Source: an optimization exercise on an open RTL-to-GDS flow (aim: small area and a short achievable clock period). Production flows keep margins and buffers that such runs may drop. RTL that was checked went through simulation tests only; none was proved equivalent to the original. Power and IR drop assume default switching activity.

==> run a: inputs <==
==> flow/design.v (excerpt) <==
module wlcTop #(
    parameter int WindowLen     = wlcPkg::DefWindowLen,
    parameter int IdleLimit     = wlcPkg::DefIdleLimit,
    parameter int FifoDepth     = wlcPkg::DefFifoDepth,
    parameter int ConfThreshold = wlcPkg::DefConfThreshold
) (
    input  logic                 clk,
    input  logic                 reset,
    input  logic [7:0]           instr,    
    input  logic                 resultReady,
    output logic [30:0]          result,   
    output logic                 resultValid,
    output logic                 classificationValid,
    output logic [15:0]          classificationCount,
    output logic [15:0]          droppedWindows
);
==> flow/config.mk <==
export PLATFORM = sky130hd
export DESIGN_NAME = wlcTop
export DESIGN_NICKNAME = wlcTop
export VERILOG_FILES = /design/flow/design.v
export SDC_FILE = /design/flow/constraint.sdc
export NUM_CORES = 4
export LEC_CHECK = 0
export CAP_MARGIN = 20
export CORE_MARGIN = 2
export CORE_UTILIZATION = 55
export SLEW_MARGIN = 20
==> flow/constraint.sdc <==
create_clock -name core_clock -period 45.0 [get_ports {clk}]
set_input_delay 9.0000 -clock core_clock [delete_from_list [all_inputs] [get_ports {clk}]]
set_output_delay 9.0000 -clock core_clock [all_outputs]
set_load 0.01 [all_outputs]
standard.sh (not shown) runs the stock make flow with config.mk's settings and CLKGATE_MAP_FILE= SYNTH_SCRIPT=/design/flow/synth_recipe.tcl, a recipe that flattens the netlist after the stock synthesis.
==> flow/flow/run.sh <==
#!/bin/bash
# Standard synthesis, then its combinational logic re-mapped for area (the
# flip-flops untouched), then the standard layout with plain buf_1 port
# buffers, a clock tree of fewer leaf clusters, and timing repair aimed well
# past the clock period's needs so the port paths get sized.
set -euo pipefail
ARGS=(
  "BUFFER_PORTS_ARGS=-buffer_cell sky130_fd_sc_hd__buf_1"
  "CTS_ARGS=-sink_clustering_enable -repair_clock_nets -buf_list sky130_fd_sc_hd__clkbuf_8 -sink_clustering_size 20 -sink_clustering_max_diameter 50 -dont_use_dummy_load"
  SETUP_SLACK_MARGIN=34.9
)
bash standard.sh "${ARGS[@]}" synth > synth.log 2>&1
RES=orfs/results/$FLOW_PLATFORM/wlcTop/base
cp $RES/1_2_yosys.v standard_synth.v
RESYN_INPUT=standard_synth.v RESYN_NETLIST=resyn.v yosys -c flow/resyn.tcl > resyn.log 2>&1
cp resyn.v $RES/1_2_yosys.v
rm -f $RES/1_synth.odb
bash standard.sh "${ARGS[@]}" finish > standard.log 2>&1
==> flow/flow/resyn.abc <==
strash
&get -n
&deepsyn -T 60
&put
dch -f
amap
topo
==> flow/flow/resyn.tcl <==
# Re-maps the combinational logic of the standard synthesis netlist for area.
# Every flip-flop instance stays as the standard synthesis made it: same cell
# type, same instance name, same connections. The gates fed (through gates
# only) by the data inputs stay as the standard synthesis mapped them too, so
# the port-to-register paths keep their speed-mapped structure.
set lib $::env(FLOW_HOME)/platforms/sky130hd/lib/sky130_fd_sc_hd__tt_025C_1v80.lib
set top $::env(FLOW_TOP)
set dont_use {sky130_fd_sc_hd__probe_p_8 sky130_fd_sc_hd__probec_p_8 sky130_fd_sc_hd__lpflow_bleeder_1 sky130_fd_sc_hd__lpflow_clkbufkapwr_1 sky130_fd_sc_hd__lpflow_clkbufkapwr_16 sky130_fd_sc_hd__lpflow_clkbufkapwr_2 sky130_fd_sc_hd__lpflow_clkbufkapwr_4 sky130_fd_sc_hd__lpflow_clkbufkapwr_8 sky130_fd_sc_hd__lpflow_clkinvkapwr_1 sky130_fd_sc_hd__lpflow_clkinvkapwr_16 sky130_fd_sc_hd__lpflow_clkinvkapwr_2 sky130_fd_sc_hd__lpflow_clkinvkapwr_4 sky130_fd_sc_hd__lpflow_clkinvkapwr_8 sky130_fd_sc_hd__lpflow_decapkapwr_12 sky130_fd_sc_hd__lpflow_decapkapwr_3 sky130_fd_sc_hd__lpflow_decapkapwr_4 sky130_fd_sc_hd__lpflow_decapkapwr_6 sky130_fd_sc_hd__lpflow_decapkapwr_8 sky130_fd_sc_hd__lpflow_inputiso0n_1 sky130_fd_sc_hd__lpflow_inputiso0p_1 sky130_fd_sc_hd__lpflow_inputiso1n_1 sky130_fd_sc_hd__lpflow_inputiso1p_1 sky130_fd_sc_hd__lpflow_inputisolatch_1 sky130_fd_sc_hd__lpflow_isobufsrc_1 sky130_fd_sc_hd__lpflow_isobufsrc_16 sky130_fd_sc_hd__lpflow_isobufsrc_2 sky130_fd_sc_hd__lpflow_isobufsrc_4 sky130_fd_sc_hd__lpflow_isobufsrc_8 sky130_fd_sc_hd__lpflow_isobufsrckapwr_16 sky130_fd_sc_hd__lpflow_lsbuf_lh_hl_isowell_tap_1 sky130_fd_sc_hd__lpflow_lsbuf_lh_hl_isowell_tap_2 sky130_fd_sc_hd__lpflow_lsbuf_lh_hl_isowell_tap_4 sky130_fd_sc_hd__lpflow_lsbuf_lh_isowell_4 sky130_fd_sc_hd__lpflow_lsbuf_lh_isowell_tap_1 sky130_fd_sc_hd__lpflow_lsbuf_lh_isowell_tap_2 sky130_fd_sc_hd__lpflow_lsbuf_lh_isowell_tap_4 sky130_fd_sc_hd__fill_1 sky130_fd_sc_hd__fill_2 sky130_fd_sc_hd__fill_4 sky130_fd_sc_hd__fill_8 }
set du_args {}
foreach c $dont_use { lappend du_args -dont_use $c }

yosys read_liberty -ignore_miss_func $lib
yosys blackbox sky130_fd_sc_hd__*df* sky130_fd_sc_hd__*dl*
yosys read_verilog $::env(RESYN_INPUT)
yosys hierarchy -top $top
yosys design -save orig
yosys cd $top
yosys delete t:sky130_fd_sc_hd__*df* t:sky130_fd_sc_hd__*dl*
yosys select -write input_cone.txt i:* i:clk %d %co200 c:* %i
yosys cd
yosys design -load orig
yosys select -read input_cone.txt
yosys setattr -set keep_hierarchy 1
yosys select -clear
yosys flatten
yosys opt_clean -purge
yosys rename -hide w:*.*
yosys tee -o resyn_before.txt stat -liberty $lib
yosys cd $top
yosys abc -liberty $lib {*}$du_args -script flow/resyn.abc
yosys opt_clean -purge
yosys splitnets
yosys opt_clean -purge
yosys hilomap -singleton -hicell sky130_fd_sc_hd__conb_1 HI -locell sky130_fd_sc_hd__conb_1 LO
yosys insbuf -buf sky130_fd_sc_hd__buf_4 A X
yosys opt_clean -purge
yosys cd
yosys setattr -unset keep_hierarchy $top/c:*
yosys blackbox sky130_fd_sc_hd__*
yosys tee -o resyn_after.txt stat -liberty $lib
yosys write_verilog -noattr -nohex -nodec $::env(RESYN_NETLIST)
==> inputs of run b, as changes to run a <==
--- a/flow/design.v
+++ b/flow/design.v
@@ -22,55 +22,50 @@
     input  logic                        clk,
     input  logic                        reset,
     input  logic [7:0]                  instr,
     input  logic                        creditReturn,
     output logic [wlcPkg::EntryW-1:0]   pushData,
     output logic                        push,
-    output logic                        noCredits,
     output logic [15:0]                 droppedWindows
 );
     logic       valid;
     logic [6:0] opcode;
     logic       isCompute, isMem, isControl;
     logic       ended;         
     logic [3:0] total;         
     logic [3:0] totalEff;
     logic [4:0] idleSeq;       
-    logic [3:0] credits;       
+    logic [2:0] credits;
     logic       vCompute, vMem, vControl;    
     logic windowFull, idleFire, windowEnd, canSend;
     assign valid  = instr[7];
     assign opcode = instr[6:0];
     assign isCompute = (opcode == wlcPkg::OpAluReg) || (opcode == wlcPkg::OpAluImm);
     assign isMem     = (opcode == wlcPkg::OpLoad) || (opcode == wlcPkg::OpStore);
     assign isControl = (opcode == wlcPkg::OpBranch) || (opcode == wlcPkg::OpJal) ||
                        (opcode == wlcPkg::OpJalr);
     assign totalEff   = ended ? 4'd0 : total;
     assign windowFull = valid && (totalEff == 4'd15);
     assign idleFire   = !valid && (idleSeq == 5'd31);
     assign windowEnd  = windowFull || idleFire;
-    assign canSend    = credits[0];
-    assign noCredits  = !canSend;
-    logic [3:0] creditsKeep, creditsSend;
-    assign creditsKeep = creditReturn ? {credits[2:0], 1'b1} : credits;
-    assign creditsSend = creditReturn ? credits : {1'b0, credits[3:1]};
+    assign canSend    = (credits != 3'd0);
     always_ff @(posedge clk) begin
         if (!reset) begin
             ended          <= 1'b1;
             idleSeq        <= 5'd8;
-            credits        <= 4'b1111;
+            credits        <= 3'd4;
             push           <= 1'b0;
             droppedWindows <= '0;
         end else begin
             ended   <= windowEnd;
             if (valid) begin
                 idleSeq <= 5'd8;
             end else if (idleSeq != 5'd0) begin
                 idleSeq <= idleSeq + 5'd1;
             end
-            credits <= (windowEnd && canSend) ? creditsSend : creditsKeep;
+            credits <= credits - 3'(windowEnd && canSend) + 3'(creditReturn);
             push    <= windowEnd && canSend;
             if (windowEnd && !canSend) begin
                 droppedWindows <= droppedWindows + 16'd1;
             end
         end
     end
@@ -107,13 +102,13 @@
     assign dividendLow = {divY[3:0], divOdd, 3'd0};
     assign remCur   = (idleSeq[2:0] == 3'd0) ? divY[7:4] : rem;
     assign rem2     = {remCur, dividendLow[3'd7 - idleSeq[2:0]]};
     assign qBit     = (totalEff != 4'd0) && (rem2 >= 5'(totalEff));
     assign tolls    = {quot, qBit};
     always_ff @(posedge clk) begin
-        total      <= valid ? totalEff + 4'd1 : totalEff;
+        total      <= totalEff + 4'(valid);
         vCompute   <= valid && isCompute;
         vMem       <= valid && isMem;
         vControl   <= valid && isControl;
         computeOdd <= computeOddNext;
         memOdd     <= memOddNext;
         controlOdd <= controlOddNext;
@@ -134,31 +129,33 @@
 module summaryFifo (
     input  logic                        clk,
     input  logic                        reset,
     input  logic                        push,
     input  logic [wlcPkg::EntryW-1:0]   pushData,
     input  logic                        pop,
-    input  logic                        noCredits,
     output logic [wlcPkg::EntryW-1:0]   headData,
     output logic                        headValid,
     output logic                        creditReturn
 );
     logic [wlcPkg::EntryW-1:0] mem [4];
     logic [1:0] rdPtr;
     logic [1:0] wrPtr;
+    logic [2:0] count;
     assign headData  = mem[rdPtr];
-    assign headValid = (rdPtr != wrPtr) || (noCredits && !push && !creditReturn);
+    assign headValid = (count != 3'd0);
     always_ff @(posedge clk) begin
         if (!reset) begin
             rdPtr        <= '0;
             wrPtr        <= '0;
+            count        <= '0;
             creditReturn <= 1'b0;
         end else begin
             creditReturn <= pop;
             if (push) wrPtr <= wrPtr + 2'd1;
             if (pop)  rdPtr <= rdPtr + 2'd1;
+            count <= count + 3'(push) - 3'(pop);
         end
     end
     always_ff @(posedge clk) begin
         if (push) begin
             mem[wrPtr] <= pushData;
         end
@@ -215,23 +212,22 @@
             nextConf = (confidence > 4'd13) ? 4'd15 : confidence + 4'd2;
         end else begin
             nextConf = baseConf;
         end
     end
     assign pop = headValid && (!resultValid || resultReady);
+    assign classificationValid = (format != wlcPkg::FmtUnknown);
     always_ff @(posedge clk) begin
         if (!reset) begin
             result              <= '0;
             resultValid         <= 1'b0;
-            classificationValid <= 1'b0;
             classificationCount <= '0;
         end else begin
             if (pop) begin
                 result              <= {nextFormat, nextConf, computeToll, memToll, controlToll};
                 resultValid         <= 1'b1;
-                classificationValid <= (nextFormat != wlcPkg::FmtUnknown);
                 classificationCount <= classificationCount + 16'd1;
             end else if (resultReady) begin
                 resultValid <= 1'b0;
             end
         end
     end
@@ -255,30 +251,27 @@
     logic [wlcPkg::EntryW-1:0] pushData;
     logic [wlcPkg::EntryW-1:0] headData;
     logic push;
     logic headValid;
     logic pop;
     logic creditReturn;
-    logic noCredits;
     opcodeWindow u_window (
         .clk            (clk),
         .reset          (reset),
         .instr          (instr),
         .creditReturn   (creditReturn),
         .pushData       (pushData),
         .push           (push),
-        .noCredits      (noCredits),
         .droppedWindows (droppedWindows)
     );
     summaryFifo u_fifo (
         .clk          (clk),
         .reset        (reset),
         .push         (push),
         .pushData     (pushData),
         .pop          (pop),
-        .noCredits    (noCredits),
         .headData     (headData),
         .headValid    (headValid),
         .creditReturn (creditReturn)
     );
     formatDecider u_decider (
         .clk                 (clk),
==> flow/flow/run.sh (replaced) <==
#!/bin/bash
# Standard layout, with plain buf_1 cells as the port buffers.
set -euo pipefail
bash standard.sh "BUFFER_PORTS_ARGS=-buffer_cell sky130_fd_sc_hd__buf_1" finish > standard.log 2>&1
- CORE_UTILIZATION: 55 -> 40
- CTS_BUF_LIST: not set -> sky130_fd_sc_hd__clkbuf_4
removed: flow/flow/resyn.abc
removed: flow/flow/resyn.tcl
==> inputs of run c, as changes to run a <==
--- a/flow/design.v
+++ b/flow/design.v
@@ -19,58 +19,49 @@
     localparam int EntryW = 25;
 endpackage
 module opcodeWindow (
     input  logic                        clk,
     input  logic                        reset,
     input  logic [7:0]                  instr,
-    input  logic                        creditReturn,
+    input  logic                        canSend,
     output logic [wlcPkg::EntryW-1:0]   pushData,
     output logic                        push,
-    output logic                        noCredits,
     output logic [15:0]                 droppedWindows
 );
     logic       valid;
     logic [6:0] opcode;
     logic       isCompute, isMem, isControl;
     logic       ended;         
     logic [3:0] total;         
     logic [3:0] totalEff;
     logic [4:0] idleSeq;       
-    logic [3:0] credits;       
     logic       vCompute, vMem, vControl;    
-    logic windowFull, idleFire, windowEnd, canSend;
+    logic windowFull, idleFire, windowEnd;
     assign valid  = instr[7];
     assign opcode = instr[6:0];
     assign isCompute = (opcode == wlcPkg::OpAluReg) || (opcode == wlcPkg::OpAluImm);
     assign isMem     = (opcode == wlcPkg::OpLoad) || (opcode == wlcPkg::OpStore);
     assign isControl = (opcode == wlcPkg::OpBranch) || (opcode == wlcPkg::OpJal) ||
                        (opcode == wlcPkg::OpJalr);
     assign totalEff   = ended ? 4'd0 : total;
     assign windowFull = valid && (totalEff == 4'd15);
     assign idleFire   = !valid && (idleSeq == 5'd31);
     assign windowEnd  = windowFull || idleFire;
-    assign canSend    = credits[0];
-    assign noCredits  = !canSend;
-    logic [3:0] creditsKeep, creditsSend;
-    assign creditsKeep = creditReturn ? {credits[2:0], 1'b1} : credits;
-    assign creditsSend = creditReturn ? credits : {1'b0, credits[3:1]};
     always_ff @(posedge clk) begin
         if (!reset) begin
             ended          <= 1'b1;
             idleSeq        <= 5'd8;
-            credits        <= 4'b1111;
             push           <= 1'b0;
             droppedWindows <= '0;
         end else begin
             ended   <= windowEnd;
             if (valid) begin
                 idleSeq <= 5'd8;
             end else if (idleSeq != 5'd0) begin
                 idleSeq <= idleSeq + 5'd1;
             end
-            credits <= (windowEnd && canSend) ? creditsSend : creditsKeep;
             push    <= windowEnd && canSend;
             if (windowEnd && !canSend) begin
                 droppedWindows <= droppedWindows + 16'd1;
             end
         end
     end
@@ -134,36 +125,39 @@
 module summaryFifo (
     input  logic                        clk,
     input  logic                        reset,
     input  logic                        push,
     input  logic [wlcPkg::EntryW-1:0]   pushData,
     input  logic                        pop,
-    input  logic                        noCredits,
     output logic [wlcPkg::EntryW-1:0]   headData,
     output logic                        headValid,
+    output logic                        canSend,
     output logic                        creditReturn
 );
     logic [wlcPkg::EntryW-1:0] mem [4];
-    logic [1:0] rdPtr;
-    logic [1:0] wrPtr;
-    assign headData  = mem[rdPtr];
-    assign headValid = (rdPtr != wrPtr) || (noCredits && !push && !creditReturn);
+    logic [2:0] rdPtr;     
+    logic [2:0] wrPtr;
+    logic [2:0] queued;
+    assign headData  = mem[rdPtr[1:0]];
+    assign headValid = (rdPtr != wrPtr);
+    assign queued    = wrPtr - rdPtr;
+    assign canSend   = (queued + 3'(push) + 3'(creditReturn)) < 3'd4;
     always_ff @(posedge clk) begin
         if (!reset) begin
             rdPtr        <= '0;
             wrPtr        <= '0;
             creditReturn <= 1'b0;
         end else begin
             creditReturn <= pop;
-            if (push) wrPtr <= wrPtr + 2'd1;
-            if (pop)  rdPtr <= rdPtr + 2'd1;
+            if (push) wrPtr <= wrPtr + 3'd1;
+            if (pop)  rdPtr <= rdPtr + 3'd1;
         end
     end
     always_ff @(posedge clk) begin
         if (push) begin
-            mem[wrPtr] <= pushData;
+            mem[wrPtr[1:0]] <= pushData;
         end
     end
 endmodule
 module formatDecider (
     input  logic                        clk,
     input  logic                        reset,
@@ -255,32 +249,31 @@
     logic [wlcPkg::EntryW-1:0] pushData;
     logic [wlcPkg::EntryW-1:0] headData;
     logic push;
     logic headValid;
     logic pop;
     logic creditReturn;
-    logic noCredits;
+    logic canSend;
     opcodeWindow u_window (
         .clk            (clk),
         .reset          (reset),
         .instr          (instr),
-        .creditReturn   (creditReturn),
+        .canSend        (canSend),
         .pushData       (pushData),
         .push           (push),
-        .noCredits      (noCredits),
         .droppedWindows (droppedWindows)
     );
     summaryFifo u_fifo (
         .clk          (clk),
         .reset        (reset),
         .push         (push),
         .pushData     (pushData),
         .pop          (pop),
-        .noCredits    (noCredits),
         .headData     (headData),
         .headValid    (headValid),
+        .canSend      (canSend),
         .creditReturn (creditReturn)
     );
     formatDecider u_decider (
         .clk                 (clk),
         .reset               (reset),
         .headData            (headData),
- CORE_UTILIZATION: 55 -> 65
==> qor summary <==
metric	run c	run b	run a
Cell depth of the worst flop-to-flop path	15	15	20
Depth of the critical timing path with buffers and inverters included	1	9	1
Die outline width	123 µm	163 µm	134 µm
Area growth from synthesis to layout	10.9%	13.6%	12.0%
N_taps	180	330	220
Clock buffer cells	21	89	25
Clock network power	0.000105 W	0.000176 W	0.000117 W
M1 WL	8640 µm	9920 µm	9220 µm
Sw power	0.000117 W	0.000167 W	0.000146 W
Sequential share of power	58.7%	47.4%	53.9%
Outcome	no timing/DRC/antenna violations	no timing/DRC/antenna violations	no timing/DRC/antenna violations
Cell Count Post-Placement	1143	1195	1170
Vertical die dimension	123 µm	163 µm	134 µm
Core occupancy in the finished layout	73.9%	46.0%	62.8%
Count of standard-cell rows	43	58	47
Worst hold slack across all endpoints	0.337 ns	0.332 ns	0.288 ns
Met3 wire length	1300 µm	994 µm	984 µm
Power in sequential cells	0.000247 W	0.000265 W	0.000257 W
No functional check of the RTL was part of run b and run c.

re-timing with driven ports:
In the flow no input, the clock included, has a driving cell. The finished layouts below were timed again as built, in two steps. Step 1, drivers: a clkbuf_16 drives clk and a buf_2 each remaining input, both assumed. Step 2, shift: input delay + t, output delay - t, t = (earliest + latest rising clock arrival at the registers) / 2. This alone moves slack from input paths to output paths. Three values: no drivers, after step 1, after step 2; two values: the first two.
run | shift t [ns] | setup slack, ns | worst hold slack (ns)
run a | 0.556 | 34.945 / 34.907 / 34.503 | 0.288 / 0.288 / 0.288
run b | 0.695 | 34.279 / 34.297 / 33.602 | 0.332 / 0.332 / 0.332
run c | 0.542 | 34.958 / 34.918 / 34.466 | 0.337 / 0.337 / 0.337
After both steps setup and hold are still met in every run listed. For run b, which loses most, drivers alone change the setup slack by +0.018 ns; drivers and shift together by -0.677 ns.
